Background: an optimization exercise with open tools, aiming at small area, a short achievable clock period and few clock cycles per item. Do not read the settings as production practice.
Only simulation tests tie the RTL to the original design; equivalence was not proved.

==> design/flow/design.v <==
`default_nettype none
package fpu_pkg;
  typedef logic [32-1:0]          fp_word_t;
  typedef logic [8-1:0]      fp_exp_t;
  typedef logic [23:0]       fp_man_t;    
  typedef logic [23+1:0]     fp_sum_t;    
  typedef logic [2*23+1:0]   fp_prod_t;
  typedef enum logic [3-1:0] {
    OP_FADD  = 0,
    OP_FSUB  = 1,
    OP_FMUL  = 2,
    OP_FMADD = 3,
    OP_FMSUB = 4
  } fpu_op_e;
  typedef struct packed {
    logic                   sign;
    fp_exp_t                exp;
    logic [23-1:0]  frac;
  } fp_fields_t;
  typedef struct packed {
    fpu_op_e   op;
    fp_word_t  a;
    fp_word_t  b;
    fp_word_t  c;
  } fpu_cmd_t;
  typedef struct packed {
    logic      hit;
    fp_word_t  value;
  } fp_special_t;
  typedef struct packed {
    logic                  cyc;
    logic                  stb;
    logic                  we;
    logic [5-1:0]  adr;
    fp_word_t              dat;
  } wb_req_t;
endpackage
`default_nettype wire
`timescale 1ns/1ps
`default_nettype none
module fpu (
  input  logic        clk,
  input  logic        rst,
  input  logic        wb_cyc_i,
  input  logic        wb_stb_i,
  input  logic        wb_we_i,
  input  logic [4:0]  wb_adr_i,
  input  logic [31:0] wb_dat_i,
  output logic [31:0] wb_dat_o,
  output logic        wb_ack_o
);
  localparam logic [2:0] E_S0 = 3'd0, E_S1 = 3'd1, E_S2 = 3'd2, E_NORM = 3'd3, E_IDLE = 3'd4, E_W = 3'd5;
  localparam logic [1:0] F_IDLE = 2'd0, F_EVAL = 2'd1, F_WAITX = 2'd2, F_ADD2 = 2'd3;
  logic [31:0] reg_a, reg_b, reg_c, reg_res;
  logic        busy, done, illegal, overrun, res_nz;
  logic        res_we;
  logic [31:0] res_d;
  wire bus_req  = wb_cyc_i & wb_stb_i & ~wb_ack_o;
  wire wr_req   = bus_req & wb_we_i;
  wire cmd_wr   = wr_req & (wb_adr_i == 5'h0C);
  wire [2:0] wop = wb_dat_i[2:0];
  wire op_legal = (wop <= 3'd4);
  wire cmd_go   = cmd_wr & op_legal & ~busy;
  wire wr_a     = wr_req & (wb_adr_i == 5'h00);
  wire wr_b     = wr_req & (wb_adr_i == 5'h04);
  wire wr_c     = wr_req & (wb_adr_i == 5'h08);
  wire go_addsub = cmd_go & (wop[2:1] == 2'b00);
  always_ff @(posedge clk) begin
    if (wr_a) reg_a <= wb_dat_i;
    if (wr_b) reg_b <= wb_dat_i;
    if (wr_c) reg_c <= wb_dat_i;
  end
  always_ff @(posedge clk) begin
    if (rst) wb_ack_o <= 1'b0;
    else     wb_ack_o <= bus_req;
  end
  logic [4:0] adr_q;
  always_ff @(posedge clk) adr_q <= wb_adr_i;
  always_comb begin
    case (adr_q)
      5'h00:   wb_dat_o = reg_a;
      5'h04:   wb_dat_o = reg_b;
      5'h08:   wb_dat_o = reg_c;
      5'h10:   wb_dat_o = res_nz ? reg_res : 32'h0;
      5'h14:   wb_dat_o = {28'h0, overrun, illegal, done, busy};
      default: wb_dat_o = 32'h0;
    endcase
  end
  logic [2:0]  eng_st;
  logic [31:0] acc;           
  logic [7:0]  esum;
  logic        psign;
  logic        xld;           
  logic [31:0] x_op, y_op;
  logic [1:0]  fsm;
  logic restart_pend;
  wire  restart_req = wr_a | wr_b | go_addsub;
  wire  eng_restart = rst | ((restart_req | restart_pend) & (fsm != F_WAITX));
  logic [7:0] bd_q;           
  wire [7:0]  a_e1 = (reg_a[30:23] == 8'd0) ? 8'd1 : reg_a[30:23];
  wire [7:0]  b_e1 = (reg_b[30:23] == 8'd0) ? 8'd1 : reg_b[30:23];
  wire [23:0] a_m  = {reg_a[30:23] != 8'd0, reg_a[22:0]};
  wire [23:0] b_m  = {reg_b[30:23] != 8'd0, reg_b[22:0]};
  logic [25:0] a3_q;
  always_ff @(posedge clk) a3_q <= {2'b00, a_m} + {1'b0, a_m, 1'b0};
  logic [31:0] pp [4];
  always_comb begin
    for (int j = 0; j < 4; j++) begin
      case (bd_q[2*j +: 2])
        2'd0:    pp[j] = 32'd0;
        2'd1:    pp[j] = {8'd0, a_m} << (2*j);
        2'd2:    pp[j] = {7'd0, a_m, 1'b0} << (2*j);
        default: pp[j] = {6'd0, a3_q} << (2*j);
      endcase
    end
  end
  logic [31:0] acc_s, acc_c;
  function automatic logic [63:0] csa(input logic [31:0] x, input logic [31:0] y, input logic [31:0] z);
    logic [31:0] s, c;
    s = x ^ y ^ z;
    c = (x & y) | (x & z) | (y & z);
    csa = {s, c[30:0], 1'b0};
  endfunction
  wire        st0 = (eng_st == E_S0);
  wire [31:0] sh  = st0 ? 32'd0 : {8'd0, acc_s[31:8]};
  wire [31:0] ch  = st0 ? 32'd0 : {8'd0, acc_c[31:8]};
  wire [8:0]  lo8 = {1'b0, acc_s[7:0]} + {1'b0, acc_c[7:0]};
  wire        cin = ~st0 & lo8[8];
  wire [63:0] l1a = csa(pp[0], pp[1], pp[2]);
  wire [63:0] l1b = csa(pp[3], sh, ch);
  wire [63:0] l2a = csa(l1a[63:32], l1a[31:0] | {31'd0, cin}, l1b[63:32]);
  wire [63:0] l3a = csa(l2a[63:32], l2a[31:0], l1b[31:0]);
  assign acc = acc_s + acc_c;    
  always_ff @(posedge clk) begin
    acc_s <= l3a[63:32];
    acc_c <= l3a[31:0];
    if (eng_st == E_S0) begin
      esum  <= a_e1 + b_e1 - 8'd127;
      psign <= reg_a[31] ^ reg_b[31];
    end
  end
  always_ff @(posedge clk) begin
    if (rst) restart_pend <= 1'b0;
    else     restart_pend <= (restart_req | restart_pend) & (fsm == F_WAITX);
    if (eng_restart && wr_a && !rst) begin
      eng_st <= E_W;            
    end else if (eng_restart) begin
      eng_st <= E_S0;
      bd_q   <= wr_b ? wb_dat_i[7:0] : reg_b[7:0];
    end else begin
      case (eng_st)
        E_W:     begin eng_st <= E_S0; bd_q <= reg_b[7:0];  end
        E_S0:    begin eng_st <= E_S1; bd_q <= b_m[15:8];  end
        E_S1:    begin eng_st <= E_S2; bd_q <= b_m[23:16]; end
        E_S2:    eng_st <= E_NORM;
        default: eng_st <= E_IDLE;
      endcase
    end
    xld <= (eng_st == E_NORM);
  end
  logic [2:0]  psh;
  logic [7:0]  pexp;
  logic [22:0] pfrac;
  logic [31:0] acc_sh;
  always_comb begin
    casez (acc[30:25])
      6'b01????: psh = 3'd1;
      6'b001???: psh = 3'd2;
      6'b0001??: psh = 3'd3;
      6'b00001?: psh = 3'd4;
      6'b000001: psh = 3'd5;
      default:   psh = 3'd0;
    endcase
    acc_sh = acc << psh;
    if (acc[31]) begin
      pexp  = esum + 8'd1;
      pfrac = acc[30:8];
    end else if (!acc[30] && (esum != 8'd0)) begin
      pexp  = esum - {5'd0, psh};
      pfrac = acc_sh[29:7];
    end else begin
      pexp  = esum;
      pfrac = acc[29:7];
    end
  end
  always_ff @(posedge clk) begin
    if (go_addsub)              x_op <= reg_a;
    else if (eng_st == E_NORM)  x_op <= {psign, pexp, pfrac};
  end
  always_ff @(posedge clk) begin
    if (cmd_go) begin
      case (wop)
        3'd0:    y_op <= reg_b;
        3'd1:    y_op <= {~reg_b[31], reg_b[30:0]};
        3'd4:    y_op <= {~reg_c[31], reg_c[30:0]};
        default: y_op <= reg_c;
      endcase
    end
  end
  wire        xs = x_op[31], ys = y_op[31];
  wire [7:0]  xe = (x_op[30:23] == 8'd0) ? 8'd1 : x_op[30:23];
  wire [7:0]  ye = (y_op[30:23] == 8'd0) ? 8'd1 : y_op[30:23];
  wire [23:0] xm = {x_op[30:23] != 8'd0, x_op[22:0]};
  wire [23:0] ym = {y_op[30:23] != 8'd0, y_op[22:0]};
  wire        x_big = {xe, xm} >= {ye, ym};
  wire [7:0]  e_big   = x_big ? xe : ye;
  wire [7:0]  e_small = x_big ? ye : xe;
  wire [23:0] m_big   = x_big ? xm : ym;
  wire [23:0] m_small = x_big ? ym : xm;
  wire [7:0]  ediff   = e_big - e_small;
  wire [23:0] m_align = m_small >> ediff;
  logic [23:0] s1_mbig, s1_malign;
  logic [7:0]  s1_ebig;
  logic        s1_sign, s1_sub;
  always_ff @(posedge clk) begin
    s1_mbig   <= m_big;
    s1_malign <= m_align ^ {24{xs ^ ys}};    
    s1_ebig   <= e_big;
    s1_sign   <= x_big ? xs : ys;
    s1_sub    <= xs ^ ys;
  end
  wire [24:0] sum = {1'b0, s1_mbig} + {s1_sub, s1_malign} + {24'd0, s1_sub};
  logic [4:0]  nsh;
  logic [24:0] nman;
  logic [31:0] add_out;
  always_comb begin
    nsh = 5'd0;
    for (int i = 3; i < 23; i++) begin
      if (sum[i]) nsh = 5'(23 - i);
    end
    nman = sum << nsh;
    if (sum == 25'd0)
      add_out = 32'h0;
    else if (sum[24])
      add_out = {s1_sign, s1_ebig + 8'd1, sum[23:1]};
    else if (!sum[23])
      add_out = {s1_sign, s1_ebig - {3'd0, nsh}, nman[22:0]};
    else
      add_out = {s1_sign, s1_ebig, sum[22:0]};
  end
  logic [2:0] op_q;
  logic       mode_prod;
  wire a_emax = reg_a[30:23] == 8'hFF, b_emax = reg_b[30:23] == 8'hFF, c_emax = reg_c[30:23] == 8'hFF;
  wire a_e0 = reg_a[30:23] == 8'h00, b_e0 = reg_b[30:23] == 8'h00, c_e0 = reg_c[30:23] == 8'h00;
  wire a_f0 = reg_a[22:0] == 23'd0, b_f0 = reg_b[22:0] == 23'd0, c_f0 = reg_c[22:0] == 23'd0;
  wire a_nan = a_emax & ~a_f0, b_nan = b_emax & ~b_f0, c_nan = c_emax & ~c_f0;
  wire a_inf = a_emax & a_f0,  b_inf = b_emax & b_f0,  c_inf = c_emax & c_f0;
  wire a_zero = a_e0 & a_f0,   b_zero = b_e0 & b_f0,   c_zero = c_e0 & c_f0;
  wire xsgn = reg_a[31] ^ reg_b[31];
  logic        sp_hit, prod_only;
  logic [31:0] sp_val;
  always_comb begin
    sp_hit    = 1'b0;
    sp_val    = 32'h0;
    prod_only = 1'b0;
    case (op_q)
      3'd0, 3'd1: begin
        if (a_nan || b_zero) begin
          sp_hit = 1'b1; sp_val = reg_a;
        end else if (b_nan || a_zero) begin
          sp_hit = 1'b1; sp_val = {reg_b[31] ^ op_q[0], reg_b[30:0]};
        end else if (a_inf || b_inf) begin
          sp_hit = 1'b1; sp_val = {xsgn, 8'hFF, 23'd0};
        end else if (op_q[0] && reg_a == reg_b) begin
          sp_hit = 1'b1; sp_val = 32'h0;    
        end
      end
      3'd2: begin
        if (a_nan) begin
          sp_hit = 1'b1; sp_val = reg_a;
        end else if (b_nan) begin
          sp_hit = 1'b1; sp_val = reg_b;
        end else if (a_zero || b_zero) begin
          sp_hit = 1'b1; sp_val = {xsgn, 31'd0};
        end else if (a_inf || b_inf) begin
          sp_hit = 1'b1; sp_val = {xsgn, 8'hFF, 23'd0};
        end
      end
      default: begin
        if (a_nan) begin
          sp_hit = 1'b1; sp_val = reg_a;
        end else if (b_nan) begin
          sp_hit = 1'b1; sp_val = reg_b;
        end else if (c_zero) begin
          prod_only = 1'b1;
        end else if (a_zero || b_zero || c_nan) begin
          sp_hit = 1'b1; sp_val = {reg_c[31] ^ op_q[2], reg_c[30:0]};
        end else if (a_inf || b_inf) begin
          sp_hit = 1'b1; sp_val = {xsgn, 8'hFF, 23'd0};
        end else if (c_inf) begin
          sp_hit = 1'b1; sp_val = {xsgn ^ reg_c[31], 8'hFF, 23'd0};
        end
      end
    endcase
  end
  wire xrdy = (eng_st == E_IDLE) | xld;
  wire is_prod = (op_q == 3'd2) | prod_only;
  logic [1:0] fsm_nx;
  logic       mode_nx;
  always_comb begin
    res_we  = 1'b0;
    res_d   = add_out;
    fsm_nx  = fsm;
    mode_nx = mode_prod;
    case (fsm)
      F_EVAL: begin
        if (sp_hit) begin
          res_we = 1'b1; res_d = sp_val; fsm_nx = F_IDLE;
        end else if (is_prod) begin
          mode_nx = 1'b1;
          if (xrdy) begin
            res_we = 1'b1; res_d = x_op; fsm_nx = F_IDLE;
          end else begin
            fsm_nx = F_WAITX;
          end
        end else begin
          mode_nx = 1'b0;
          fsm_nx = (op_q[2:1] == 2'b00 || xrdy) ? F_ADD2 : F_WAITX;
        end
      end
      F_WAITX: begin
        if (xrdy) begin
          if (mode_prod) begin
            res_we = 1'b1; res_d = x_op; fsm_nx = F_IDLE;
          end else begin
            fsm_nx = F_ADD2;
          end
        end
      end
      F_ADD2: begin
        res_we = 1'b1; res_d = add_out; fsm_nx = F_IDLE;
      end
      default: ;
    endcase
  end
  always_ff @(posedge clk) begin
    if (rst) begin
      fsm     <= F_IDLE;
      busy    <= 1'b0;
      done    <= 1'b0;
      illegal <= 1'b0;
      overrun <= 1'b0;
      res_nz  <= 1'b0;
    end else begin
      fsm       <= fsm_nx;
      mode_prod <= mode_nx;
      if (cmd_go) begin
        fsm     <= F_EVAL;
        busy    <= 1'b1;
        done    <= 1'b0;
        illegal <= 1'b0;
        overrun <= 1'b0;
      end else if (cmd_wr && !op_legal) begin
        illegal <= 1'b1;
      end else if (cmd_wr) begin
        overrun <= 1'b1;
      end
      if (res_we) begin
        busy   <= 1'b0;
        done   <= 1'b1;
        res_nz <= 1'b1;
      end
    end
  end
  always_ff @(posedge clk) begin
    if (cmd_go) op_q <= wop;
    if (res_we) reg_res <= res_d;
  end
endmodule
`default_nettype wire
==> design/flow/flow/run.sh <==
#!/bin/bash
set -euo pipefail
bash standard.sh SETUP_SLACK_MARGIN=6.75 finish > standard_flow.log 2>&1
==> design/flow/standard.sh <==
#!/bin/bash
# synth_recipe.tcl (not shown) runs the flow's synth.tcl, then flattens the netlist and writes it again
# the make line also repeats each setting of config.mk as NAME=value (left out here)
make -C /OpenROAD-flow-scripts/flow DESIGN_CONFIG=/design/flow/config.mk WORK_HOME=/design/flow/orfs CLKGATE_MAP_FILE= SYNTH_SCRIPT=/design/flow/synth_recipe.tcl "${@:-finish}"
==> design/flow/config.mk <==
export PLATFORM = sky130hd
export DESIGN_NAME = fpu
export DESIGN_NICKNAME = fpu
export VERILOG_FILES = /design/flow/design.v
export SDC_FILE = /design/flow/constraint.sdc
export NUM_CORES = 4
export LEC_CHECK = 0
export ABC_AREA = 1
export CAP_MARGIN = 20
export CORE_MARGIN = 2
export CORE_UTILIZATION = 40
export SLEW_MARGIN = 20
==> design/flow/constraint.sdc <==
create_clock -name core_clock -period 11.5 [get_ports {clk}]
set_input_delay 2.3000 -clock core_clock [delete_from_list [all_inputs] [get_ports {clk}]]
set_output_delay 2.3000 -clock core_clock [all_outputs]
set_load 0.01 [all_outputs]
==> results of run 1 <==
-- final cells by class --
| cell class | instances | area, um2 |
|---|---|---|
| Antenna cell | 1 | 2.50 |
| Clock buffer | 65 | 1260 |
| Clock inverter | 18 | 178 |
| Fill cell | 7817 | 40400 |
| Inverter | 546 | 2130 |
| Multi-Input combinational cell | 3099 | 20300 |
| Sequential cell | 375 | 9640 |
| Tap cell | 1040 | 1300 |
| Timing Repair Buffer | 254 | 2360 |
| Timing Repair inverter | 4 | 28.8 |
-- sequential cells by signal (all words and copies together), names as in the netlist, 2 cells and up --
name,cells
reg_a,32
reg_b,32
reg_c,32
reg_res,32
x_op,32
y_op,32
acc_c,30
acc_s,30
a3_q,26
s1_malign,24
s1_mbig,24
bd_q,8
esum,8
s1_ebig,8
adr_q,5
eng_st,3
op_q,3
fsm,2
-- per-layer routing --
layer  global-route usage (%)  routed length (um)
met1                     43.3               54400
met2                     46.0               56000
met3                     6.80               15200
met4                     14.3                7650
met5                        0                   9
-- cell families (layout without fill, tap and decap cells) --
group	count (synthesis)	count (layout)	share of synthesized area, %
AND/OR/NAND/NOR	1719	1726	23.9
flip-flops	375	375	30.7
AO/OA/AOI/OAI	992	992	19.4
other	0	1	0
XOR/XNOR	113	113	3.27
adder cells (fa/ha/maj)	267	267	13.0
buffers and inverters	780	887	9.69
multiplexers	1	1	0.0319
-- per-stage QoR --
step / util (%) / cell area, um2 / hold slack [ns] / cells
2_1_floorplan: - / 31400 / 0.430 / 4247
3_3_place_gp: 42.5 / 33000 / 0.474 / 5185
3_5_place_dp: 42.5 / 33000 / 0.466 / 5185
4_1_cts: 45.5 / 35300 / 0.477 / 5314
5_1_grt: 47.9 / 37200 / 0.513 / 5401
6_report: 47.9 / 37200 / 0.481 / 5402
-- critical path, delay by kind of cell (launching register included) --
kind / cells / cell delay, ns
AOI/OAI and AO/OA: 1 / 0.14
buffers and inverters: 3 / 1.08
DFF: 1 / 0.40
and+or+nand+nor: 2 / 0.34
-- path summary, 6_finish.rpt --
path,start,end,slack [ns]
worst min-delay path,done,done,0.48
worst max register to register,s1_mbig[0],reg_res[27],6.72
worst max-delay path,adr_q[4],wb_dat_o[21],6.60
worst min register to register,done,done,0.48
-- cells in the final DEF, fill, tap and decap left out, types with 17 or more instances in the layout --
master,Yosys,final
nand2_1,911,825
inv_1,505,486
nand3_1,412,361
a21oi_1,302,287
o21ai_0,255,238
edfxtp_1,213,213
nor2_1,206,194
ha_1,169,160
dfxtp_1,162,160
buf_4,9,153
fa_1,98,94
o22ai_1,93,92
nand4_1,89,89
xor2_1,80,73
o221ai_1,81,72
nand2_2,9,69
nand3_2,5,50
a22oi_1,51,50
clkbuf_16,0,50
clkdlybuf4s50_1,0,41
a221oi_1,41,40
o21ai_1,23,29
xnor2_1,28,26
o211ai_1,25,25
inv_2,20,24
nand2_4,1,24
clkinvlp_4,0,23
a31oi_1,24,23
a211oi_1,21,21
o21ai_2,12,21
nor3_1,29,20
a21oi_2,6,20
nor4_1,20,18
nor2_4,4,18
dlygate4sd2_1,0,17
-- timing repair --
item | 4_1_cts | 5_1_grt
endpoints found under the setup margin | 208 | 185
hold endpoints to repair | 0 | 0
pin swaps | 25 | 103
cloned | 7 | 12
buffers inserted | 39 | 75
resized for setup | 160 | 289
==> run notes, run 1 <==
status timing/DRC/antenna clean; vias in the first global route about 29000; Iter 0 DRT Violations 4442; DRT antenna net count 0; hold crit path type register to register; area leader, netlist edfxtp_1; top-count cell post-synth nand2_1; number of synthesized flops with an enable pin around 210; CTS tree yes; Syn Area/Cell ~7.4 um2; Slew @ Worst Pin roughly 1.3 ns; Max Buffers Root-to-Sink 3; total die area 80700 um2; Critical Path End Type output pin; critical path's slowest cell clkdlybuf4s50_1; core region area between 70000 and 80000 um2; hold-critical path depth 2; Critical Path RT just over 9 ns; Pre-antenna DRT Iters 6; total track usage 31.1%; Clock Latency Late Sink 0.61 ns; period utilization 42.6%; global route overflow 0; worst r2r path cells 34; final worst-path setup slack 6.60 ns; setup violators final 0; initial antenna violation count 2; CTS buffer count 45; setup tns final 0 ns; buffers added on ports between 70 and 80; post-DR vias/cell 6.05; crit path kind register to output pin; Cell Chain, Critical Path inv_1 -> nor4_4 -> bufbuf_16 -> nand2_1 -> o2111ai_1 -> clkdlybuf4s50_1; unrepaired setup endpoints after global routing yes; Die Span X between 200 and 300 um; fmax 204 MHz; CTS sink cnt between 300 and 400; syn nets around 4600; Startpoint Class register; io pins 75; clock transition at the registers of the reported paths 0.06 ns; top_reg_cell synth edfxtp_1; total number of yosys warnings 2; final count of pins violating max slew 0; fin nets 4634; global-route wire length before repair about 190 mm; CP max stage delay 0.61 ns; post-synth cell types 74; area grow syn2layout 18.4%; top cell type's share of synthesized area between 20% and 30%; CTS root buf clkbuf_16; flops & latches, synth around 380; hold buffer count at cts 0; ratio of cells with drive above 1 in the final layout between 10% and 20%; DP Worst Slack between 4 and 5 ns; H-tree depth 2; synthesized area approximately 31000 um2; CP max FO 16; drt total wl between 100 and 150 mm; WL/cell 24.7 um; DP HPWL about 100 mm; Residual DRC 0; cells taking the most area after synthesis edfxtp_1 (20%), nand2_1 (11%), dfxtp_1 (10%), ha_1 (6.7%), nand3_1 (6.6%); row count between 100 and 150; register area share after synthesis a little under a third; detailed-route via count 32700; Worst EP arrival about 2.6 ns; post-synthesis async set-or-reset flop share 0%; Final Skew 0.0386 ns; largest net degree at the start of global routing 58; GP Congestion between 1 and 1.5; Final Hold Viols 0; Max Cap Viol 0; relative slew slack between 10% and 20%; Initial Util between 40% and 50%; top post-synthesis cells by count nand2_1 (911), inv_1 (505), nand3_1 (412); post-layout min period roughly 4.9 ns; Post-Syn Instances between 4000 and 5000; Die Ht about 280 um
Testbench counts, summed over its fixed seeds: cycles 28,792, ops 2,400.
==> run 2, diff against run 1 <==
--- a/design/flow/design.v
+++ b/design/flow/design.v
@@ -75,16 +75,16 @@
     else     wb_ack_o <= bus_req;
   end
-  logic [4:0] adr_q;
-  always_ff @(posedge clk) adr_q <= wb_adr_i;
+  logic [31:0] rd_data;
   always_comb begin
-    case (adr_q)
-      5'h00:   wb_dat_o = reg_a;
-      5'h04:   wb_dat_o = reg_b;
-      5'h08:   wb_dat_o = reg_c;
-      5'h10:   wb_dat_o = res_nz ? reg_res : 32'h0;
-      5'h14:   wb_dat_o = {28'h0, overrun, illegal, done, busy};
-      default: wb_dat_o = 32'h0;
+    case (wb_adr_i)
+      5'h00:   rd_data = reg_a;
+      5'h04:   rd_data = reg_b;
+      5'h08:   rd_data = reg_c;
+      5'h10:   rd_data = res_nz ? reg_res : 32'h0;
+      5'h14:   rd_data = {28'h0, overrun, illegal, done | res_we, busy & ~res_we};
+      default: rd_data = 32'h0;
     endcase
   end
+  always_ff @(posedge clk) wb_dat_o <= rd_data;
   logic [2:0]  eng_st;
   logic [31:0] acc;           
==> design/flow/flow/run.sh (replaced) <==
#!/bin/bash
set -euo pipefail
bash standard.sh SETUP_SLACK_MARGIN=6.5 finish > standard_flow.log 2>&1
==> run 2 against run 1 <==
Net effect:
- area after synthesis rose by 2.0%
- synthesized cell count increased by 2.6%
- non-clock buffer count down 34
- critical path type is now primary input to register
- largest cell class unchanged
- global-route usage is 2.4 points higher
- sequential share of layout area increased by 1.7 points
- worst hold slack lost 0.046 ns
- via count increased by 3.0%
- wire length up 7.0%
- final cell count grew 1.7%
- die area is 1.9% higher
- still clean
==> run notes, run 2 <==
status timing/DRC/antenna clean; Die Span X 287 um; commonest non-fill, non-tap cell in the layout nand2_1; GR met1 Demand/Resource between 40% and 50%; worst hold path startpoint wb_ack_o; Residual DRC 0; post-layout min period 4.93 ns; CP max FO just under 50; Pre-antenna DRT Iters 8; Max Cap Viol 0; Final Util 46.5%; Post-Syn Instances 4356; WL/cell 26.0 um; area grow syn2layout 15.0%; Fillers roughly 8000; total number of yosys warnings 2; flops & latches, synth ~400; row count between 100 and 150; crit path capture bd_q[4]; total track usage about a third; initial antenna violation count 12; Top delay family on crit path buffers and inverters; total die area approximately 82000 um2; Worst EP arrival between 5 and 6 ns; hold-critical path depth 1; Die Ht about 290 um; DP Worst Slack about 5 ns; DP HPWL between 100 and 150 mm; area leader, netlist edfxtp_1; CTS tree yes; CTS root buf clkbuf_16; Syn Area/Cell about 7.3 um2; hold crit path type register to register; buffers added on ports between 70 and 80; non-filler instance count after layout 5495; detailed-route via count between 30000 and 40000; relative slew slack a little over a quarter; number of synthesized flops with an enable pin between 200 and 250; Iter 0 DRT Violations 5006; global route overflow 0; DRT antenna net count 0; global-route wire length before repair a little over 200 mm; Cell Chain, Critical Path clkdlybuf4s50_1 -> nor2_1 -> nand3_1 -> nor2_1 -> buf_4 -> inv_1 -> nor2_4 -> buf_6 -> nor3_1 -> nand2_1 -> o21ai_1 -> clkinvlp_2 -> nand2_1 -> o21ai_0; dpl cells 5292; setup tns final 0 ns; vias in the first global route just over 30000; CP Buf/Inv Count 5; CTS sink cnt between 400 and 500; top post-synthesis cells by count nand2_1 (961), inv_1 (530), nand3_1 (375); grt peak-use layer met2; core region area just under 80000 um2; post-DR vias/cell 6.13; cells taking the most area after synthesis edfxtp_1 (20%), dfxtp_1 (12%), nand2_1 (11%), ha_1 (6.6%), inv_1 (6.2%); Critical Path End Type register; top-count cell post-synth nand2_1; Clock Latency Late Sink 0.62 ns; FF-to-FF setup slack about 6.6 ns; hold buffer count at cts 0; final worst-path setup slack between 6 and 7 ns; Final Skew 0.0340 ns; Worst R2R End reg_res[28]; drt total wl 143 mm; fmax about 200 MHz; largest net degree at the start of global routing 83; Worst path depth 14; Slew @ Worst Pin 1.09 ns; M3 GR Usage under 10%; synthesized area 32000 um2; CTS buffer count approximately 50; io pins between 70 and 80; top cell type's share of synthesized area about 20%; Startpoint Class primary input; Max Buffers Root-to-Sink 3; GP Congestion between 1 and 1.5; register area share after synthesis around a third; fin nets 4713; worst r2r path cells 28; reg2reg start s1_sub; syn nets between 4000 and 5000; crit path kind primary input to register; Critical Path RT around 12 ns; Initial Util between 40% and 50%; CP max stage delay around 0.54 ns; top_reg_cell synth edfxtp_1; post-synth cell types 70; ratio of cells with drive above 1 in the final layout a little under a tenth; critical path's slowest cell clkinvlp_2; GR Util met2 between 50% and 60%; final count of pins violating max slew 0; Final Hold Viols 0; clock transition at the registers of the reported paths 0.06 ns; most frequent cells in the layout nand2_1 (945), inv_1 (516), nand3_1 (365); unrepaired setup endpoints after global routing yes; post-synthesis async set-or-reset flop share 0%; setup violators final 0; H-tree depth 2; Worst Setup SP wb_adr_i[1]; period utilization a little over two fifths; hold_ws approximately 0.43 ns
## run 2: cell types whose count changed after synthesis, moves of 11 or more
cell	before	now
a211oi_1	21	6
a21oi_1	302	341
a22oi_1	51	23
a31oi_1	24	13
buf_2	35	24
dfxtp_1	162	189
inv_1	505	530
nand2_1	911	961
nand3_1	412	375
o21ai_0	255	323
o21ai_2	12	1
o221ai_1	81	55
o22ai_1	93	125
## run 2: metrics by stage
stage               area, um2
global route            36800
floorplan               32000
CTS                     35900
detailed placement      33500
global placement        33500
finish                  36800
## run 2: timing repair
item,CTS,global route
gates cloned,8,5
gates resized for setup,80,84
buffers inserted,28,69
hold endpoints to repair,0,0
endpoints found under the setup margin,175,116
pin swaps,16,30
## run 2: cell type report
class                   instances  area, um2  area share (%)
flip-flops and latches        402      10200            27.7
multi-input cells            3165      19500            53.0
repair inverters                2       10.0          0.0272
inverters                     564       2180            5.92
clock buffers                  66       1360            3.69
repair buffers                220       1970            5.36
clock inverters                25        285           0.775
diodes                          1       2.50         0.00680
well taps                    1050       1310            3.57
## run 2: how the worst min path moves through the flow
stage	to
2_1_floorplan	a3_q[0]
3_3_place_gp	wb_ack_o
3_5_place_dp	wb_ack_o
6_report	wb_ack_o
5_1_grt	wb_ack_o
4_1_cts	wb_ack_o
## run 2: routing by layer
metal / vias to the layer above / share of wire, % / wire [um]
met3: 543 / 11 / 15600
li1: 15000 / - / -
met5: - / 0.050 / 72
met2: 2304 / 43 / 61900
met4: 12 / 5.8 / 8280
met1: 15800 / 40 / 56700
## run 2: logic make-up after synthesis
group | count (synthesis) | share of synthesized area (%)
compound gates | 1051 | 19.4
fa+ha+maj | 267 | 12.7
flops | 402 | 31.8
simple gates | 1725 | 23.2
xor+xnor | 113 | 3.17
buf+inv | 798 | 9.69
## run 2: worst reg2reg max path: cells and delay by family, from the launching register on
family | cells | cell delay, ns
simple gates | 13 | 1.29
fa+ha+maj | 3 | 1.12
xor+xnor | 1 | 0.18
compound gates | 9 | 1.40
buf+inv | 2 | 0.29
flops | 1 | 0.35
Testbench counts of run 2, summed over its fixed seeds: cycles 28,792, ops 2,400.
==> run 3, diff against run 2 <==
--- a/design/flow/design.v
+++ b/design/flow/design.v
@@ -65,5 +65,4 @@
   wire wr_b     = wr_req & (wb_adr_i == 5'h04);
   wire wr_c     = wr_req & (wb_adr_i == 5'h08);
-  wire go_addsub = cmd_go & (wop[2:1] == 2'b00);
   always_ff @(posedge clk) begin
     if (wr_a) reg_a <= wb_dat_i;
@@ -75,16 +74,16 @@
     else     wb_ack_o <= bus_req;
   end
-  logic [31:0] rd_data;
+  logic [4:0] adr_q;
+  always_ff @(posedge clk) adr_q <= wb_adr_i;
   always_comb begin
-    case (wb_adr_i)
-      5'h00:   rd_data = reg_a;
-      5'h04:   rd_data = reg_b;
-      5'h08:   rd_data = reg_c;
-      5'h10:   rd_data = res_nz ? reg_res : 32'h0;
-      5'h14:   rd_data = {28'h0, overrun, illegal, done | res_we, busy & ~res_we};
-      default: rd_data = 32'h0;
+    case (adr_q)
+      5'h00:   wb_dat_o = reg_a;
+      5'h04:   wb_dat_o = reg_b;
+      5'h08:   wb_dat_o = reg_c;
+      5'h10:   wb_dat_o = res_nz ? reg_res : 32'h0;
+      5'h14:   wb_dat_o = {28'h0, overrun, illegal, done, busy};
+      default: wb_dat_o = 32'h0;
     endcase
   end
-  always_ff @(posedge clk) wb_dat_o <= rd_data;
   logic [2:0]  eng_st;
   logic [31:0] acc;           
@@ -95,5 +94,5 @@
   logic [1:0]  fsm;
   logic restart_pend;
-  wire  restart_req = wr_a | wr_b | go_addsub;
+  wire  restart_req = wr_a | wr_b;
   wire  eng_restart = rst | ((restart_req | restart_pend) & (fsm != F_WAITX));
   logic [7:0] bd_q;           
@@ -185,22 +184,18 @@
   end
   always_ff @(posedge clk) begin
-    if (go_addsub)              x_op <= reg_a;
-    else if (eng_st == E_NORM)  x_op <= {psign, pexp, pfrac};
+    if (eng_st == E_NORM) x_op <= {psign, pexp, pfrac};
   end
   always_ff @(posedge clk) begin
-    if (cmd_go) begin
-      case (wop)
-        3'd0:    y_op <= reg_b;
-        3'd1:    y_op <= {~reg_b[31], reg_b[30:0]};
-        3'd4:    y_op <= {~reg_c[31], reg_c[30:0]};
-        default: y_op <= reg_c;
-      endcase
-    end
+    if (!busy) y_op <= reg_c;
   end
-  wire        xs = x_op[31], ys = y_op[31];
-  wire [7:0]  xe = (x_op[30:23] == 8'd0) ? 8'd1 : x_op[30:23];
-  wire [7:0]  ye = (y_op[30:23] == 8'd0) ? 8'd1 : y_op[30:23];
-  wire [23:0] xm = {x_op[30:23] != 8'd0, x_op[22:0]};
-  wire [23:0] ym = {y_op[30:23] != 8'd0, y_op[22:0]};
+  wire        op_as = (op_q[2:1] == 2'b00);
+  wire [31:0] xw = op_as ? reg_a : x_op;
+  wire [31:0] yw = op_as ? reg_b : y_op;
+  wire        xs = xw[31];
+  wire        ys = yw[31] ^ (op_q == 3'd1) ^ (op_q == 3'd4);
+  wire [7:0]  xe = (xw[30:23] == 8'd0) ? 8'd1 : xw[30:23];
+  wire [7:0]  ye = (yw[30:23] == 8'd0) ? 8'd1 : yw[30:23];
+  wire [23:0] xm = {xw[30:23] != 8'd0, xw[22:0]};
+  wire [23:0] ym = {yw[30:23] != 8'd0, yw[22:0]};
   wire        x_big = {xe, xm} >= {ye, ym};
   wire [7:0]  e_big   = x_big ? xe : ye;
==> run 3 against run 2 <==
Net effect:
- via count is 2.2% lower
- worst setup slack lost 0.087 ns
- wire length is 6.9% lower
- area after synthesis shrank 3.2%
- global-route usage is 1.1 points lower
- utilization is 1.5 points higher
- still clean on timing, DRC and antenna
- sequential cell count decreased by 27
- maximum frequency down 1.7%
- register-to-register slack got worse by 0.11 ns
==> run notes, run 3 <==
status timing/DRC/antenna clean; critical path's slowest cell edfxtp_1; number of synthesized flops with an enable pin ~210; detailed-route via count 32900; unrepaired setup endpoints after global routing yes; most frequent cells in the layout nand2_1 (853), inv_1 (506), nand3_1 (412); post-DR vias/cell around 6.0; hold buffer count at cts 0; sequential cell area roughly 9600 um2; area grow syn2layout 19.5%; Slew @ Worst Pin about 1.1 ns; total track usage about a third; CTS sink cnt 375; setup tns final 0 ns; Syn Area/Cell around 7.3 um2; CP max FO 21; Final Skew ~0.047 ns; commonest non-fill, non-tap cell in the layout nand2_1; vias in the first global route approximately 30000; synthesized area around 31000 um2; Clock Latency Late Sink between 0.6 and 0.7 ns; Startpoint Class register; Die Span X approximately 280 um; syn nets between 4000 and 5000; worst r2r path cells 34; non-filler instance count after layout ~5500; Residual DRC 0; CTS tree yes; final count of pins violating max slew 0; cells taking the most area after synthesis edfxtp_1 (21%), nand2_1 (11%), dfxtp_1 (10%), nand3_1 (7.4%), ha_1 (6.8%); Top cell by count, worst path nand2_2; period utilization about 44%; top-count cell post-synth nand2_1; CTS buffer count 43; Max Buffers Root-to-Sink 3; Max Cap Viol 0; DP HPWL 96.5 mm; WL/cell 24.3 um; top post-synthesis cells by count nand2_1 (896), inv_1 (520), nand3_1 (457); flops & latches, synth 375; setup violators final 0; drt total wl 133 mm; Worst EP arrival 5.48 ns; Multi-input gate area between 15000 and 20000 um2; post-synthesis async set-or-reset flop share 0%; hold crit path type register to register; GP Congestion roughly 1.0; Die Ht 282 um; Fillers between 7000 and 8000; global-route wire length before repair about 190 mm; buffers added on ports 74; H-tree depth 2; Critical Path RT between 10 and 15 ns; Final Hold Viols 0; initial antenna violation count 12; CTS root buf clkbuf_16; clock transition at the registers of the reported paths about 0.070 ns; CP max stage delay between 0.3 and 0.4 ns; post-synth cell types 64; fin nets between 4000 and 5000; row count about 100; Post-Syn Instances ~4300; io pins 75; Post-Place Cell Area about 33000 um2; post-layout min period between 5 and 6 ns; crit path kind register to register; Critical Path End Type register; ratio of cells with drive above 1 in the final layout 12.3%; Pre-antenna DRT Iters 7; register area share after synthesis approximately 31%; largest net degree at the start of global routing between 80 and 90; dpl cells about 5200; core region area roughly 77000 um2; total number of yosys warnings 2; cell area after layout 37000 um2; top_reg_cell synth edfxtp_1; top cell type's share of synthesized area between 20% and 30%; Initial Util 40.2%; relative slew slack a little over a quarter; total die area roughly 80000 um2; global route overflow 0; fmax about 200 MHz; Iter 0 DRT Violations between 5000 and 6000; area leader, netlist edfxtp_1; DRT antenna net count 0; hold-critical path depth 1
-- run 3: cell count changes in the layout (fill, tap and decap cells not counted), sizes merged, moves of 32 or more --
cell	delta
nand3	+78
nand2	-72
o21ai	+57
buf	+41
o22ai	-38
clkdlybuf4s50	-32
-- run 3: final timing paths --
check / start / endpoint / slack [ns]
max reg2reg: op_q[1] / s1_malign[1] / 6.49
min: wb_ack_o / wb_ack_o / 0.44
max: op_q[1] / s1_malign[1] / 6.49
min reg2reg: wb_ack_o / wb_ack_o / 0.44
-- run 3: area by class of cell --
cell class,instances,share of cell area (%)
flip-flops and latches,375,26.0
inverters,547,5.72
clock buffers,58,3.37
well taps,1040,3.52
repair buffers,272,7.39
diodes,4,0.0270
clock inverters,21,0.706
repair inverters,6,0.0946
multi-input cells,3132,53.1
-- run 3: logic make-up after synthesis --
kind of cell | after synthesis | share of synthesized area (%)
buf+inv | 757 | 9.41
flops | 375 | 31.1
xor+xnor | 110 | 3.16
fa+ha+maj | 267 | 13.2
simple gates | 1721 | 24.0
compound gates | 1022 | 19.1
-- run 3: stage by stage --
stage                     hold slack, ns  utilization [%]  setup slack [ns]
after CTS                          0.421             45.9              6.33
after global routing               0.462             48.0              6.30
after global placement             0.403             42.3              4.39
after detailed placement           0.406             42.3              4.35
final                              0.440             48.0              6.49
after floorplan                    0.400                -              6.64
-- run 3: repair_timing --
action,4_1_cts,5_1_grt
gates resized for setup,155,210
endpoints found under the setup margin,132,121
cloned,21,11
pin swaps,34,90
buffers inserted,62,69
-- run 3: worst max-delay path: cells and delay by family, from the launching register on --
family,cells,cell delay [ns]
and+or+nand+nor,22,2.48
buffers and inverters,7,0.95
adders and majority gates,2,0.51
AOI/OAI and AO/OA,3,0.50
DFF,1,0.39
-- run 3: layer usage --
metal  track usage (%)  vias up  part of all wire [%]
met5                 0        -                 0.038
met4              16.5        8                   6.2
met3              9.61      425                    13
met2              46.3     2298                    40
met1              44.2    15400                    40
li1                  -    14900                     -
Testbench counts of run 3, summed over its fixed seeds: cycles 28,792, ops 2,400.
==> run 4, diff against run 3 <==
--- a/design/flow/design.v
+++ b/design/flow/design.v
@@ -50,5 +50,5 @@
   output logic        wb_ack_o
 );
-  localparam logic [2:0] E_S0 = 3'd0, E_S1 = 3'd1, E_S2 = 3'd2, E_NORM = 3'd3, E_IDLE = 3'd4, E_W = 3'd5;
+  localparam logic [2:0] E_S0 = 3'd0, E_S1 = 3'd1, E_S2 = 3'd2, E_NORM = 3'd3, E_IDLE = 3'd4;
   localparam logic [1:0] F_IDLE = 2'd0, F_EVAL = 2'd1, F_WAITX = 2'd2, F_ADD2 = 2'd3;
   logic [31:0] reg_a, reg_b, reg_c, reg_res;
@@ -74,16 +74,16 @@
     else     wb_ack_o <= bus_req;
   end
-  logic [4:0] adr_q;
-  always_ff @(posedge clk) adr_q <= wb_adr_i;
+  logic [31:0] rd_data;
   always_comb begin
-    case (adr_q)
-      5'h00:   wb_dat_o = reg_a;
-      5'h04:   wb_dat_o = reg_b;
-      5'h08:   wb_dat_o = reg_c;
-      5'h10:   wb_dat_o = res_nz ? reg_res : 32'h0;
-      5'h14:   wb_dat_o = {28'h0, overrun, illegal, done, busy};
-      default: wb_dat_o = 32'h0;
+    case (wb_adr_i)
+      5'h00:   rd_data = reg_a;
+      5'h04:   rd_data = reg_b;
+      5'h08:   rd_data = reg_c;
+      5'h10:   rd_data = res_nz ? reg_res : 32'h0;
+      5'h14:   rd_data = {28'h0, overrun, illegal, done | res_we, busy & ~res_we};
+      default: rd_data = 32'h0;
     endcase
   end
+  always_ff @(posedge clk) wb_dat_o <= rd_data;
   logic [2:0]  eng_st;
   logic [31:0] acc;           
@@ -101,18 +101,6 @@
   wire [23:0] a_m  = {reg_a[30:23] != 8'd0, reg_a[22:0]};
   wire [23:0] b_m  = {reg_b[30:23] != 8'd0, reg_b[22:0]};
-  logic [25:0] a3_q;
-  always_ff @(posedge clk) a3_q <= {2'b00, a_m} + {1'b0, a_m, 1'b0};
-  logic [31:0] pp [4];
-  always_comb begin
-    for (int j = 0; j < 4; j++) begin
-      case (bd_q[2*j +: 2])
-        2'd0:    pp[j] = 32'd0;
-        2'd1:    pp[j] = {8'd0, a_m} << (2*j);
-        2'd2:    pp[j] = {7'd0, a_m, 1'b0} << (2*j);
-        default: pp[j] = {6'd0, a3_q} << (2*j);
-      endcase
-    end
-  end
   logic [31:0] acc_s, acc_c;
+  logic        st0;           
   function automatic logic [63:0] csa(input logic [31:0] x, input logic [31:0] y, input logic [31:0] z);
     logic [31:0] s, c;
@@ -121,5 +109,8 @@
     csa = {s, c[30:0], 1'b0};
   endfunction
-  wire        st0 = (eng_st == E_S0);
+  logic [31:0] pp [8];
+  always_comb begin
+    for (int j = 0; j < 8; j++) pp[j] = bd_q[j] ? ({8'd0, a_m} << j) : 32'd0;
+  end
   wire [31:0] sh  = st0 ? 32'd0 : {8'd0, acc_s[31:8]};
   wire [31:0] ch  = st0 ? 32'd0 : {8'd0, acc_c[31:8]};
@@ -127,12 +118,17 @@
   wire        cin = ~st0 & lo8[8];
   wire [63:0] l1a = csa(pp[0], pp[1], pp[2]);
-  wire [63:0] l1b = csa(pp[3], sh, ch);
+  wire [63:0] l1b = csa(pp[3], pp[4], pp[5]);
+  wire [63:0] l1c = csa(pp[6], pp[7], sh);
   wire [63:0] l2a = csa(l1a[63:32], l1a[31:0] | {31'd0, cin}, l1b[63:32]);
-  wire [63:0] l3a = csa(l2a[63:32], l2a[31:0], l1b[31:0]);
+  wire [63:0] l2b = csa(l1b[31:0], l1c[63:32], l1c[31:0]);
+  wire [63:0] l3a = csa(l2a[63:32], l2a[31:0], l2b[63:32]);
+  wire [63:0] l4a = csa(l3a[63:32], l3a[31:0], l2b[31:0]);
+  wire [63:0] l5a = csa(l4a[63:32], l4a[31:0], ch);
   assign acc = acc_s + acc_c;    
   always_ff @(posedge clk) begin
-    acc_s <= l3a[63:32];
-    acc_c <= l3a[31:0];
-    if (eng_st == E_S0) begin
+    acc_s <= l5a[63:32];
+    acc_c <= l5a[31:0];
+    st0   <= eng_restart;
+    if (st0) begin
       esum  <= a_e1 + b_e1 - 8'd127;
       psign <= reg_a[31] ^ reg_b[31];
@@ -142,12 +138,9 @@
     if (rst) restart_pend <= 1'b0;
     else     restart_pend <= (restart_req | restart_pend) & (fsm == F_WAITX);
-    if (eng_restart && wr_a && !rst) begin
-      eng_st <= E_W;            
-    end else if (eng_restart) begin
+    if (eng_restart) begin
       eng_st <= E_S0;
       bd_q   <= wr_b ? wb_dat_i[7:0] : reg_b[7:0];
     end else begin
       case (eng_st)
-        E_W:     begin eng_st <= E_S0; bd_q <= reg_b[7:0];  end
         E_S0:    begin eng_st <= E_S1; bd_q <= b_m[15:8];  end
         E_S1:    begin eng_st <= E_S2; bd_q <= b_m[23:16]; end
@@ -210,10 +203,10 @@
   always_ff @(posedge clk) begin
     s1_mbig   <= m_big;
-    s1_malign <= m_align ^ {24{xs ^ ys}};    
+    s1_malign <= m_align;
     s1_ebig   <= e_big;
     s1_sign   <= x_big ? xs : ys;
     s1_sub    <= xs ^ ys;
   end
-  wire [24:0] sum = {1'b0, s1_mbig} + {s1_sub, s1_malign} + {24'd0, s1_sub};
+  wire [24:0] sum = {1'b0, s1_mbig} + ({1'b0, s1_malign} ^ {25{s1_sub}}) + {24'd0, s1_sub};
   logic [4:0]  nsh;
   logic [24:0] nman;
==> run 4 against run 3 <==
Net effect:
- first-iteration DRC count is 24% lower
- via count is 4.3% lower
- maximum frequency is 2.6% lower
- die area is 2.9% higher
- register-to-register slack worse by 0.13 ns
- final area is 2.9% higher
- highest routed layer unchanged
==> run notes, run 4 <==
status timing/DRC/antenna clean; critical path's slowest cell dfxtp_4; non-filler instance count after layout around 5500; crit path kind register to register; Die Span X between 200 and 300 um; hold_ws about 0.42 ns; top-count cell post-synth nand2_1; setup tns final 0 ns; Residual DRC 0; global-route wire length before repair roughly 190 mm; Iter 0 DRT Violations 4279; area grow syn2layout 19.5%; synthesized area roughly 32000 um2; Pre-antenna DRT Iters 6; GP Congestion 0.990; DP HPWL 91.3 mm; Max Cap Viol 0; Clock Latency Late Sink 0.62 ns; number of synthesized flops with an enable pin 213; hold crit path type register to register; clock transition at the registers of the reported paths around 0.060 ns; CTS root buf clkbuf_16; Critical Path End Type register; top post-synthesis cells by count nand2_1 (1001), inv_1 (676), nand3_1 (330); Post-Syn Instances ~4300; global route overflow 0; core region area between 70000 and 80000 um2; Startpoint Class register; period utilization about 45%; Initial Util 40.4%; cells taking the most area after synthesis edfxtp_1 (20%), nand2_1 (12%), fa_1 (11%), dfxtp_1 (10%), inv_1 (8.0%); total die area just over 80000 um2; Syn Area/Cell between 7 and 8 um2; CTS sink cnt 379; CTS buffer count 44; Slew @ Worst Pin 1.22 ns; drt total wl 126 mm; area leader, netlist edfxtp_1; top_reg_cell synth edfxtp_1; largest net degree at the start of global routing 56; Final Hold Viols 0; fin nets 4773; top cell type's share of synthesized area about a fifth; Top cell by count, worst path nand2_2; buffers added on ports 74; CP max stage delay between 0.4 and 0.5 ns; commonest non-fill, non-tap cell in the layout nand2_1; Max Buffers Root-to-Sink 3; io pins 75; Critical Path RT approximately 12 ns; syn nets roughly 4700; vias in the first global route approximately 29000; fmax a little under 200 MHz; unrepaired setup endpoints after global routing yes; Die Ht ~290 um; detailed-route via count roughly 32000; register area share after synthesis 30.5%; H-tree depth 2; DRT antenna net count 0; post-synthesis async set-or-reset flop share 0%; flops & latches, synth about 380; CP max FO 6; hold buffer count at cts 0; row count 103; Worst EP arrival between 5 and 6 ns; WL/cell ~23 um; final count of pins violating max slew 0; setup violators final 0; CTS tree yes; ratio of cells with drive above 1 in the final layout between 10% and 20%; post-DR vias/cell around 5.7; post-synth cell types between 60 and 70; total track usage about 30%; Final Skew 0.0426 ns; initial antenna violation count 4; most frequent cells in the layout nand2_1 (942), inv_1 (660), nand3_1 (288); dpl cells 5250; total number of yosys warnings 2; post-layout min period ~5.1 ns; relative slew slack a little under a fifth
[run 4: layer usage]
metal / global-route usage [%] / wire, um / vias to the layer above / part of all wire (%)
met4: 8.48 / 4590 / 4 / 3.6
met1: 43.2 / 53400 / 15100 / 42
met2: 44.3 / 53700 / 1808 / 43
met3: 6.14 / 14200 / 274 / 11
met5: 0 / 18 / - / 0.014
li1: - / - / 14400 / -
[run 4: kinds of logic after synthesis]
| family | count (synthesis) | synth area share [%] |
|---|---|---|
| and+or+nand+nor | 1738 | 23.1 |
| buffers and inverters | 914 | 11.0 |
| AOI/OAI and AO/OA | 828 | 15.2 |
| DFF | 379 | 30.5 |
| adders and majority gates | 333 | 17.4 |
| xor gates and xnor gates | 102 | 2.83 |
[run 4: worst paths after layout]
kind	from	endpoint	slack (ns)	cells past startpoint
setup / recovery	s1_sub	reg_res[27]	6.36	39
hold / removal	psign	x_op[31]	0.42	0
setup reg to reg	s1_sub	reg_res[27]	6.36	39
hold reg to reg	psign	x_op[31]	0.42	0
[run 4: final cells by class]
type,count,area (um2)
diodes,3,7.51
multi-input cells,3009,20100
inverters,697,2700
flip-flops and latches,379,9720
clock inverters,25,323
well taps,1050,1310
repair buffers,260,2610
fillers,7846,40800
repair inverters,7,55.1
clock buffers,57,1240
[run 4: worst max-delay path, delay by kind of cell, from the launching register on]
kind / cells / cell delay (ns)
buf+inv: 3 / 0.35
fa+ha+maj: 3 / 0.90
simple gates: 25 / 2.26
compound gates: 7 / 0.77
flops: 1 / 0.41
xor+xnor: 1 / 0.17
[run 4: per-stage QoR]
| step | util [%] | setup slack, ns | instance area [um2] |
|---|---|---|---|
| 2_1_floorplan | - | 6.57 | 31900 |
| 5_1_grt | 48.3 | 6.09 | 38100 |
| 4_1_cts | 46.1 | 6.34 | 36400 |
| 6_report | 48.3 | 6.36 | 38100 |
| 3_5_place_dp | 42.4 | 4.38 | 33500 |
| 3_3_place_gp | 42.4 | 4.53 | 33500 |
[run 4: timing repair]
item,in CTS,in global routing
gates resized for setup,151,266
cloned,18,12
setup buffers,61,57
setup endpoints to repair,118,126
pin swaps,58,118
Testbench counts of run 4, summed over its fixed seeds: cycles 28,792, ops 2,400.
==> run 5, diff against run 4 <==
--- a/design/flow/design.v
+++ b/design/flow/design.v
@@ -65,4 +65,5 @@
   wire wr_b     = wr_req & (wb_adr_i == 5'h04);
   wire wr_c     = wr_req & (wb_adr_i == 5'h08);
+  wire go_addsub = cmd_go & (wop[2:1] == 2'b00);
   always_ff @(posedge clk) begin
     if (wr_a) reg_a <= wb_dat_i;
@@ -74,16 +75,16 @@
     else     wb_ack_o <= bus_req;
   end
-  logic [31:0] rd_data;
+  logic [4:0] adr_q;
+  always_ff @(posedge clk) adr_q <= wb_adr_i;
   always_comb begin
-    case (wb_adr_i)
-      5'h00:   rd_data = reg_a;
-      5'h04:   rd_data = reg_b;
-      5'h08:   rd_data = reg_c;
-      5'h10:   rd_data = res_nz ? reg_res : 32'h0;
-      5'h14:   rd_data = {28'h0, overrun, illegal, done | res_we, busy & ~res_we};
-      default: rd_data = 32'h0;
+    case (adr_q)
+      5'h00:   wb_dat_o = reg_a;
+      5'h04:   wb_dat_o = reg_b;
+      5'h08:   wb_dat_o = reg_c;
+      5'h10:   wb_dat_o = res_nz ? reg_res : 32'h0;
+      5'h14:   wb_dat_o = {28'h0, overrun, illegal, done, busy};
+      default: wb_dat_o = 32'h0;
     endcase
   end
-  always_ff @(posedge clk) wb_dat_o <= rd_data;
   logic [2:0]  eng_st;
   logic [31:0] acc;           
@@ -94,5 +95,5 @@
   logic [1:0]  fsm;
   logic restart_pend;
-  wire  restart_req = wr_a | wr_b;
+  wire  restart_req = wr_a | wr_b | go_addsub;
   wire  eng_restart = rst | ((restart_req | restart_pend) & (fsm != F_WAITX));
   logic [7:0] bd_q;           
@@ -177,18 +178,22 @@
   end
   always_ff @(posedge clk) begin
-    if (eng_st == E_NORM) x_op <= {psign, pexp, pfrac};
+    if (go_addsub)              x_op <= reg_a;
+    else if (eng_st == E_NORM)  x_op <= {psign, pexp, pfrac};
   end
   always_ff @(posedge clk) begin
-    if (!busy) y_op <= reg_c;
+    if (cmd_go) begin
+      case (wop)
+        3'd0:    y_op <= reg_b;
+        3'd1:    y_op <= {~reg_b[31], reg_b[30:0]};
+        3'd4:    y_op <= {~reg_c[31], reg_c[30:0]};
+        default: y_op <= reg_c;
+      endcase
+    end
   end
-  wire        op_as = (op_q[2:1] == 2'b00);
-  wire [31:0] xw = op_as ? reg_a : x_op;
-  wire [31:0] yw = op_as ? reg_b : y_op;
-  wire        xs = xw[31];
-  wire        ys = yw[31] ^ (op_q == 3'd1) ^ (op_q == 3'd4);
-  wire [7:0]  xe = (xw[30:23] == 8'd0) ? 8'd1 : xw[30:23];
-  wire [7:0]  ye = (yw[30:23] == 8'd0) ? 8'd1 : yw[30:23];
-  wire [23:0] xm = {xw[30:23] != 8'd0, xw[22:0]};
-  wire [23:0] ym = {yw[30:23] != 8'd0, yw[22:0]};
+  wire        xs = x_op[31], ys = y_op[31];
+  wire [7:0]  xe = (x_op[30:23] == 8'd0) ? 8'd1 : x_op[30:23];
+  wire [7:0]  ye = (y_op[30:23] == 8'd0) ? 8'd1 : y_op[30:23];
+  wire [23:0] xm = {x_op[30:23] != 8'd0, x_op[22:0]};
+  wire [23:0] ym = {y_op[30:23] != 8'd0, y_op[22:0]};
   wire        x_big = {xe, xm} >= {ye, ym};
   wire [7:0]  e_big   = x_big ? xe : ye;
==> design/flow/run.sh (new file) <==
#!/bin/bash
# synth_recipe.tcl (not shown) runs the flow's synth.tcl, then flattens the netlist and writes it again
# the make line also repeats each setting of config.mk as NAME=value (left out here)
make -C /OpenROAD-flow-scripts/flow DESIGN_CONFIG=/design/flow/config.mk WORK_HOME=/design/flow/orfs CLKGATE_MAP_FILE= SYNTH_SCRIPT=/design/flow/synth_recipe.tcl finish
--- a/design/flow/config.mk
+++ b/design/flow/config.mk
@@ -10,3 +10,4 @@
 export CORE_MARGIN = 2
 export CORE_UTILIZATION = 40
+export SETUP_SLACK_MARGIN = 5
 export SLEW_MARGIN = 20
removed: design/flow/flow/run.sh
removed: design/flow/standard.sh
==> run 5 against run 4 <==
Net effect:
- still clean on timing, DRC and antenna
- worst setup slack got worse by 0.74 ns
- area after synthesis hardly changed
- maximum frequency down 13%
- register-to-register slack got worse by 0.65 ns
- clock skew decreased by 0.014 ns
- synthesized cell count is 1.4% higher
- critical endpoint is now bd_q[6]
- highest routed layer unchanged
==> run notes, run 5 <==
synthesized area between 30000 and 40000 um2; area leader, netlist edfxtp_1; hold buffer count at cts 0; Cell Chain, Critical Path clkdlybuf4s50_1 -> nand4_1 -> nor3_1 -> nand3_1 -> nor2_2 -> inv_1 -> nand2_1 -> inv_1 -> o21ai_0 -> inv_1 -> o21ai_2; buffers added on ports 74; syn nets roughly 4700; setup tns final 0 ns; commonest non-fill, non-tap cell in the layout nand2_1; clock transition at the registers of the reported paths roughly 0.060 ns; unrepaired setup endpoints after global routing no; Die Span X around 290 um; CTS buffer count 42; dpl cells 5300; fin nets about 4700; FF-to-FF setup slack 5.71 ns; GP Congestion 1.03; critical path's slowest cell nor2_2; H-tree depth 2; global route overflow 0; Multi-input gate area roughly 19000 um2; Pre-antenna DRT Iters 7; io pins 75; met1 WL roughly 54 mm; top cell type's share of synthesized area between 20 and 25%; cells taking the most area after synthesis edfxtp_1 (20%), nand2_1 (12%), fa_1 (12%), dfxtp_1 (8.7%), inv_1 (8.4%); total track usage 29.8%; row count between 100 and 150; Max Buffers Root-to-Sink 3; sequential cell area around 9000 um2; status timing/DRC/antenna clean; total die area slightly above 80000 um2; WL/cell between 20 and 25 um; Max Cap Viol 0; top_reg_cell synth edfxtp_1; post-synth cell types 68; vias in the first global route 28600; period utilization between 50% and 60%; ratio of cells with drive above 1 in the final layout about 4.8%; CTS sink cnt around 350; DRT antenna net count 0; Slew @ Worst Pin between 1 and 1.5 ns; Die Ht roughly 290 um; detailed-route via count approximately 30000; Final Hold Viols 0; total number of yosys warnings 2; final count of pins violating max slew 0; Residual DRC 0; cell area after layout 34900 um2; CP max stage delay ~0.55 ns; Final Skew 0.0288 ns; Startpoint Class primary input; area grow syn2layout 9.42%; hold crit path type register to register; setup violators final 0; Syn Area/Cell roughly 7.3 um2; met3 WL around 12 mm; largest net degree at the start of global routing about 90; fmax around 170 MHz; Iter 0 DRT Violations around 3700; met2 wire len 52.4 mm; global-route wire length before repair 184 mm; post-layout min period ~5.9 ns; post-synthesis async set-or-reset flop share 0%; Top cell by count, worst path inv_1; post-DR vias/cell 5.68; CP max FO 21; Post-Syn Instances roughly 4400; CTS root buf clkbuf_16; number of synthesized flops with an enable pin about 210; drt total wl 123 mm; initial antenna violation count 7; DP Worst Slack about 4.4 ns; register area share after synthesis around 29%; core region area ~79000 um2; final worst-path setup slack 5.62 ns; relative slew slack 23.9%; flops & latches, synth around 350; top post-synthesis cells by count nand2_1 (987), inv_1 (716), nand3_1 (350); Initial Util between 40% and 50%; crit path kind primary input to register; most frequent cells in the layout nand2_1 (987), inv_1 (716), nand3_1 (350); non-filler instance count after layout 5381; top-count cell post-synth nand2_1; DP HPWL around 94 mm; Clock Latency Late Sink around 0.6 ns; Top Metal Used met5; Critical Path RT between 10 and 15 ns; Fillers just over 8000; Critical Path End Type register; Post-Place Cell Area about 33000 um2; CTS tree yes; Worst EP arrival 6.12 ns
run 5: changes by cell type after synthesis, sizes merged, moves of 9 or more:
cell    before  now
nor2       246  255
clkbuf     161  177
o22ai       40   61
nor4        19   36
dfxtp      166  139
xor2        83   72
a221oi      13    4
inv        690  733
a22oi       26   12
o21ai      355  308
nand4       82  134
o221ai      59   32
nand3      332  355
run 5: cell families (layout without fill, tap and decap cells):
family / Yosys count / count (layout) / share of synthesized area, %
simple gates: 1833 / 1833 / 25.0
xor+xnor: 96 / 96 / 2.72
flops: 352 / 352 / 28.8
other cells: 0 / 1 / 0
buf+inv: 971 / 948 / 11.8
compound gates: 762 / 762 / 14.1
mux: 6 / 6 / 0.189
fa+ha+maj: 333 / 333 / 17.4
run 5: routing by layer:
metal	up-vias	track usage (%)
met5	-	0
met4	4	10.8
met3	238	5.22
met1	14600	43.0
li1	14200	-
met2	1535	44.4
run 5: layout make-up:
type	count	share of cell area [%]
antenna	1	0.00718
clock buffer	54	3.39
clock inverter	23	0.682
inverter	738	7.95
multi-input combinational	3030	54.4
sequential	352	26.3
tap	1050	3.77
timing repair buffer	133	3.46
run 5: path summary, 6_finish.rpt:
| check | cells after the start | to | startpoint |
|---|---|---|---|
| hold / removal | 1 | wb_ack_o | wb_ack_o |
| setup / recovery | 11 | bd_q[6] | wb_cyc_i |
| setup reg to reg | 14 | reg_res[26] | reg_a[12] |
| hold reg to reg | 1 | wb_ack_o | wb_ack_o |
run 5: through the flow:
step	hold WS (ns)	util, %
2_1_floorplan	0.431	-
3_3_place_gp	0.436	42.3
3_5_place_dp	0.438	42.3
4_1_cts	0.447	44.1
5_1_grt	0.488	44.2
6_report	0.444	44.2
run 5: repair_timing:
action                                  CTS  global route
gates resized for setup                   0             2
buffers inserted                          0             0
endpoints found under the setup margin    0            17
run 5: critical path, delay by kind of cell:
family | cells | cell delay [ns]
and+or+nand+nor | 5 | 1.62
buffers and inverters | 4 | 1.39
AOI/OAI and AO/OA | 2 | 0.79
Testbench counts of run 5, summed over its fixed seeds: cycles 28,792, ops 2,400.

what the ideal ports hide:
The results above use ideal ports. As a check the final layouts listed here were re-extracted and re-timed, cells and wires unchanged. Step 1, drivers: a clkbuf_16 drives clk and a buf_2 each remaining input, both assumed. Step 2 moves the port delays by t, midway between the first and last clock arrival at a register: inputs arrive t later, outputs are due t later. That takes back most of the time a late clock gives input paths. Slacks: ideal ports / drivers / drivers and shift; pairs: ideal ports / drivers.
run	t (ns)	setup slack, ns	cell pins on the clock port's net
run 1	0.661	6.601 / 6.535 / 6.315	1
run 2	0.670	6.575 / 6.598 / 5.948	1
run 3	0.665	6.488 / 6.488 / 6.266	1
run 4	0.669	6.357 / 6.357 / 6.129	1
run 5	0.655	5.618 / 5.661 / 5.007	1
After both steps setup and hold are still met in every run listed. The setup slack of run 2, which loses most, moves by +0.023 ns with the drivers and by -0.627 ns with both steps.
